Source: an optimization exercise on an open RTL-to-GDS flow (aim: a short achievable clock period and few clock cycles per item). Production flows keep margins and buffers that such runs may drop. Only simulation tests tie the RTL to the original design; equivalence was not proved. No activity file was given, so power comes from the tool's default toggle rates.

==> module event_mapper, before the edit <==
module event_mapper
(
  input  logic        pl_clk0_buf_int,
  input  logic        rst_n,
  input  hssl_pkg::key_t        evt_data,
  input  logic        evt_vld,
  input  logic        evt_rdy,
  input  hssl_pkg::key_t        mp_key,
  input  hssl_pkg::fmsk_array_t mp_fmsk,
  input  hssl_pkg::fsft_array_t mp_fsft,
  output hssl_pkg::key_t        map_key,
  output logic        map_vld
);
  localparam int KB = 32;
  localparam int SB = 6;
  localparam int NM = 4;
  logic [NM*KB-1:0] s1_fld;
  logic             s1_vld;
  always_ff @(posedge pl_clk0_buf_int)
  begin
    if (!rst_n)
    begin
      s1_vld  <= 1'b0;
      map_vld <= 1'b0;
    end
    else
    begin
      s1_vld  <= evt_vld && evt_rdy;
      map_vld <= s1_vld;
    end
  end
  always_ff @(posedge pl_clk0_buf_int)
  begin
    for (int i = 0; i < NM; i++)
      s1_fld[i*KB +: KB] <= (evt_data & mp_fmsk[i*KB +: KB]) >> mp_fsft[i*SB +: 3];
  end
  hssl_pkg::key_t key_nxt;
  always_comb
  begin
    key_nxt = mp_key;
    for (int i = 0; i < NM; i++)
      if (!mp_fsft[i*SB + 5])
        key_nxt = key_nxt | (s1_fld[i*KB +: KB] >> {mp_fsft[i*SB + 3 +: 2], 3'b000});
  end
  always_ff @(posedge pl_clk0_buf_int)
  begin
    map_key <= key_nxt;
  end
endmodule
==> flow/config.mk <==
export PLATFORM = sky130hd
export DESIGN_NAME = dvs_hssl_router_top
export DESIGN_NICKNAME = dvs_hssl_router_top
export VERILOG_FILES = /design/flow/design.v
export SDC_FILE = /design/flow/constraint.sdc
export NUM_CORES = 4
export LEC_CHECK = 0
export ABC_CLOCK_PERIOD_IN_PS = 1500
export CAP_MARGIN = 20
export CORE_MARGIN = 2
export CORE_UTILIZATION = 60
export CTS_CLUSTER_DIAMETER = 150
export CTS_CLUSTER_SIZE = 20
export SETUP_SLACK_MARGIN = 2.2
export SLEW_MARGIN = 20
==> flow/constraint.sdc <==
create_clock -name core_clock -period 4.0 [get_ports {pl_clk0_buf_int}]
set_input_delay 0.8000 -clock core_clock [delete_from_list [all_inputs] [get_ports {pl_clk0_buf_int}]]
set_output_delay 0.8000 -clock core_clock [all_outputs]
set_load 0.01 [all_outputs]
run.sh (not shown) runs the stock make flow with config.mk's settings and CLKGATE_MAP_FILE= SYNTH_SCRIPT=/design/flow/synth_recipe.tcl, a recipe that flattens the netlist after the stock synthesis.
Testbench counts at the start, summed over its fixed seeds: cycles 3,913, items 3,200.
Change:
--- a/flow/design.v
+++ b/flow/design.v
@@ -185,29 +185,34 @@
   output logic        map_vld
 );
   localparam int KB = 32;
   localparam int SB = 6;
   localparam int NM = 4;
+  hssl_pkg::key_t s0_data;
+  logic           s0_vld;
   logic [NM*KB-1:0] s1_fld;
   logic             s1_vld;
   always_ff @(posedge pl_clk0_buf_int)
   begin
+    s0_data <= evt_data;
     if (!rst_n)
     begin
+      s0_vld  <= 1'b0;
       s1_vld  <= 1'b0;
       map_vld <= 1'b0;
     end
     else
     begin
-      s1_vld  <= evt_vld && evt_rdy;
+      s0_vld  <= evt_vld && evt_rdy;
+      s1_vld  <= s0_vld;
       map_vld <= s1_vld;
     end
   end
   always_ff @(posedge pl_clk0_buf_int)
   begin
     for (int i = 0; i < NM; i++)
-      s1_fld[i*KB +: KB] <= (evt_data & mp_fmsk[i*KB +: KB]) >> mp_fsft[i*SB +: 3];
+      s1_fld[i*KB +: KB] <= (s0_data & mp_fmsk[i*KB +: KB]) >> mp_fsft[i*SB +: 3];
   end
   hssl_pkg::key_t key_nxt;
   always_comb
   begin
     key_nxt = mp_key;
Global-route usage decreases by 0.17 points; maximum frequency increases by 2.5%; worst setup slack improves by 0.054 ns; cell area barely changes; hold slack improves by 0.0095 ns; sequential power increases by about 2%; non-clock buffer count decreases by 35; final cell count decreases by 0.67%; flip-flop and latch count increases by 33.
Testbench counts after the change, summed over its fixed seeds: cycles 3,922, items 3,200.

* * *

Another version of the RTL of dvs_hssl_router_top (not shown whole).
For scale: ~7900 cells after synthesis, ~2000 flip-flops, roughly 190 I/O pins.
==> module router_ctrl, before the edit <==
module router_ctrl
#(
  parameter int DEPTH = 16,         
  parameter int AW    = 4           
)
(
  input  logic                          pl_clk0_buf_int,
  input  logic                          rst_n,
  input  logic                          evt_vld,
  output logic                          evt_rdy,
  input  hssl_pkg::key_t                          rtd_key,
  input  hssl_pkg::route_t                        rtd_route,
  input  logic                          rtd_push,
  input  logic                          rtd_miss,
  output hssl_pkg::key_t                          out_key,
  output logic [8-1:0] out_vld,
  input  logic [8-1:0] out_rdy,
  output logic                          timer_started,
  input  logic                          timer_expired,
  output logic                          cnt_routed,
  output logic                          cnt_timeout,
  output logic                          cnt_miss
);
  localparam int KB = 32;
  localparam int NC = 8;
  localparam int BD = DEPTH / 2;    
  localparam int EB = KB + NC + 3;
  logic [EB-1:0]    bank0 [BD];
  logic [EB-1:0]    bank1 [BD];
  logic [AW-1:0]    wr_ptr;
  logic [BD-1:0]    rd0;            
  logic [BD-1:0]    rd1;            
  logic [BD-1:0]    rd0_now;
  logic [BD-1:0]    rd1_now;
  logic [EB-1:0]    head0;          
  logic [EB-1:0]    head1;
  logic             hsel;           
  logic [AW:0]      q_cnt;          
  logic             q_nempty;       
  logic             push_d;         
  logic [NC-1:0]    push_chan;
  assign cnt_miss = rtd_miss;
  always_comb
  begin
    push_chan = '0;
    push_chan[rtd_route] = 1'b1;
  end
  always_ff @(posedge pl_clk0_buf_int)
  begin
    for (int i = 0; i < BD; i++)
    begin
      if (rtd_push && (wr_ptr == AW'(2*i)))
        bank0[i] <= {rtd_route, push_chan, rtd_key};
      if (rtd_push && (wr_ptr == AW'(2*i + 1)))
        bank1[i] <= {rtd_route, push_chan, rtd_key};
    end
  end
  assign rd0_now = rd0;
  assign rd1_now = rd1;
  logic [EB-1:0] read0;
  logic [EB-1:0] read1;
  always_comb
  begin
    read0 = '0;
    read1 = '0;
    for (int i = 0; i < BD; i++)
    begin
      read0 = read0 | (bank0[i] & {EB{rd0_now[i]}});
      read1 = read1 | (bank1[i] & {EB{rd1_now[i]}});
    end
  end
  always_ff @(posedge pl_clk0_buf_int)
  begin
    head0 <= read0;
    head1 <= read1;
  end
  hssl_pkg::key_t   head_key;
  logic [NC-1:0]    head_vld;
  hssl_pkg::route_t head_route;
  always_comb
  begin
    {head_route, head_vld, head_key} = hsel ? head1 : head0;
    if (!q_nempty)
      head_vld = '0;
  end
  logic             active;
  logic             free;        
  logic             chan_rdy;    
  logic             cnt_rdy;     
  logic             to_rdy;      
  logic             load;        
  logic             load_key;    
  logic             take;
  logic [NC-1:0]    vld_n;
  hssl_pkg::route_t chan;
  logic [NC-1:0]    vld_t;
  assign free     = !active || timer_expired;
  assign chan_rdy = |(~vld_n & out_rdy);
  assign cnt_rdy  = active && out_rdy[chan];
  assign to_rdy   = |(vld_t & out_rdy);
  assign load     = cnt_rdy || free;
  assign load_key = chan_rdy || free;
  assign take     = load && q_nempty;
  assign cnt_routed  = cnt_rdy;
  assign cnt_timeout = active && timer_expired && !to_rdy;
  always_ff @(posedge pl_clk0_buf_int)
  begin
    if (!rst_n)
    begin
      rd0           <= BD'(1);
      rd1           <= BD'(1);
      hsel          <= 1'b0;
      active        <= 1'b0;
      timer_started <= 1'b0;
      out_vld       <= '0;
      vld_n         <= '1;
      vld_t         <= '1;
      out_key       <= '0;
      chan          <= '0;
    end
    else
    begin
      timer_started <= take;
      if (take)
      begin
        hsel <= !hsel;
        if (hsel)
          rd1 <= {rd1[BD-2:0], rd1[BD-1]};
        else
          rd0 <= {rd0[BD-2:0], rd0[BD-1]};
      end
      if (load)
      begin
        active  <= q_nempty;
        out_vld <= head_vld;
        vld_n   <= ~head_vld;
        vld_t   <= head_vld;
        chan    <= head_route;
      end
      if (load_key)
        out_key <= head_key;
    end
  end
  logic [AW:0] q_cur;    
  logic        q_ge1;    
  logic        q_ge2;    
  assign q_cur = q_cnt - (AW+1)'(timer_started);
  assign q_ge1 = (q_cur != '0) || push_d;
  assign q_ge2 = (q_cur > (AW+1)'(1)) || ((q_cur != '0) && push_d);
  always_ff @(posedge pl_clk0_buf_int)
  begin
    if (!rst_n)
    begin
      wr_ptr   <= '0;
      q_cnt    <= '0;
      q_nempty <= 1'b0;
      push_d   <= 1'b0;
    end
    else
    begin
      if (rtd_push)
        wr_ptr <= wr_ptr + 1'b1;
      push_d   <= rtd_push;
      q_cnt    <= q_cur + (AW+1)'(push_d);
      q_nempty <= take ? q_ge2 : q_ge1;
    end
  end
  logic [AW:0] credit;
  logic [AW:0] credit_base;
  logic        acc;
  assign acc         = evt_vld && evt_rdy;
  assign credit_base = credit - (AW+1)'(rtd_miss) - (AW+1)'(timer_started);
  always_ff @(posedge pl_clk0_buf_int)
  begin
    if (!rst_n)
    begin
      credit  <= '0;
      evt_rdy <= 1'b1;
    end
    else if (acc)
    begin
      credit  <= credit_base + 1'b1;
      evt_rdy <= (credit_base < (AW+1)'(DEPTH - 1));
    end
    else
    begin
      credit  <= credit_base;
      evt_rdy <= (credit_base < (AW+1)'(DEPTH));
    end
  end
endmodule
clock: 4.0 ns
lec_check: 0
abc_clock_period_in_ps: 1500
cap_margin: 20
core_margin: 2
core_utilization: 60
cts_cluster_diameter: 150
cts_cluster_size: 20
setup_slack_margin: 2.2
slew_margin: 20
Testbench counts at the start, summed over its fixed seeds: cycles 3,922, items 3,200.
Edit:
--- a/flow/design.v
+++ b/flow/design.v
@@ -378,14 +378,14 @@
       if (rtd_push && (wr_ptr == AW'(2*i)))
         bank0[i] <= {rtd_route, push_chan, rtd_key};
       if (rtd_push && (wr_ptr == AW'(2*i + 1)))
         bank1[i] <= {rtd_route, push_chan, rtd_key};
     end
   end
-  assign rd0_now = rd0;
-  assign rd1_now = rd1;
+  assign rd0_now = (timer_started &&  hsel) ? {rd0[BD-2:0], rd0[BD-1]} : rd0;
+  assign rd1_now = (timer_started && !hsel) ? {rd1[BD-2:0], rd1[BD-1]} : rd1;
   logic [EB-1:0] read0;
   logic [EB-1:0] read1;
   always_comb
   begin
     read0 = '0;
     read1 = '0;
@@ -410,60 +410,51 @@
       head_vld = '0;
   end
   logic             active;
   logic             free;        
   logic             chan_rdy;    
   logic             cnt_rdy;     
-  logic             to_rdy;      
   logic             load;        
   logic             load_key;    
   logic             take;
   logic [NC-1:0]    vld_n;
   hssl_pkg::route_t chan;
-  logic [NC-1:0]    vld_t;
   assign free     = !active || timer_expired;
   assign chan_rdy = |(~vld_n & out_rdy);
   assign cnt_rdy  = active && out_rdy[chan];
-  assign to_rdy   = |(vld_t & out_rdy);
   assign load     = cnt_rdy || free;
   assign load_key = chan_rdy || free;
   assign take     = load && q_nempty;
   assign cnt_routed  = cnt_rdy;
-  assign cnt_timeout = active && timer_expired && !to_rdy;
+  assign cnt_timeout = active && timer_expired && !cnt_rdy;
   always_ff @(posedge pl_clk0_buf_int)
   begin
     if (!rst_n)
     begin
       rd0           <= BD'(1);
       rd1           <= BD'(1);
       hsel          <= 1'b0;
       active        <= 1'b0;
       timer_started <= 1'b0;
       out_vld       <= '0;
       vld_n         <= '1;
-      vld_t         <= '1;
       out_key       <= '0;
       chan          <= '0;
     end
     else
     begin
       timer_started <= take;
+      rd0           <= rd0_now;
+      rd1           <= rd1_now;
       if (take)
-      begin
         hsel <= !hsel;
-        if (hsel)
-          rd1 <= {rd1[BD-2:0], rd1[BD-1]};
-        else
-          rd0 <= {rd0[BD-2:0], rd0[BD-1]};
-      end
       if (load)
       begin
         active  <= q_nempty;
         out_vld <= head_vld;
         vld_n   <= ~head_vld;
-        vld_t   <= head_vld;
         chan    <= head_route;
       end
       if (load_key)
         out_key <= head_key;
     end
   end
Outcome: Clock power barely changes. Die area shrinks by about 0.8%. Area after synthesis shrinks by about 0.8%. Maximum frequency grows by about 3%. Core utilization grows by 2.1 points. Cell count barely changes. Routed wire length grows by 9.0%. Count of clock-buffer cells in the layout shrinks by 2. Setup slack gains 66 ps. Non-clock buffer count grows by 79. Design area grows by about 2.5%. Critical path depth shrinks by 3.
Testbench counts after the change, summed over its fixed seeds: cycles 3,922, items 3,200.

[what the ideal ports hide]
In the flow no input, the clock included, has a driving cell. The finished layouts below were timed again as built, in two steps.
Step 1 sets driving cells, clkbuf_16 on the clock port and buf_2 on the other inputs (assumed; they add their load-dependent delay and slew).
Step 2 moves the port delays by t, midway between the first and last clock arrival at a register: inputs arrive t later, outputs are due t later. That takes back most of the time a late clock gives input paths.
a / b / c = ideal ports / drivers / drivers and shift; a / b = the first two.
run | shift t [ns] | slack for setup (ns) | worst setup path at the end | latest minus earliest clock arrival (ns) | worst register clock-pin slew, ns
the first run of note 1 | 0.855 | 1.790 / 1.790 / 0.987 | input to register | 0.055 / 0.055 | 0.09 / 0.09
the second run of note 1 | 0.865 | 1.844 / 1.824 / 1.071 | input to register | 0.035 / 0.034 | 0.09 / 0.09
the first run of note 2 | 0.837 | 1.736 / 1.736 / 1.009 | input to register | 0.037 / 0.038 | 0.10 / 0.10
the second run of note 2 | 0.868 | 1.802 / 1.792 / 0.988 | input to register | 0.068 / 0.068 | 0.10 / 0.10
After both steps setup and hold are still met in every run listed. For the second run of note 2, which loses most, drivers alone change the setup slack by -0.010 ns; drivers and shift together by -0.814 ns.
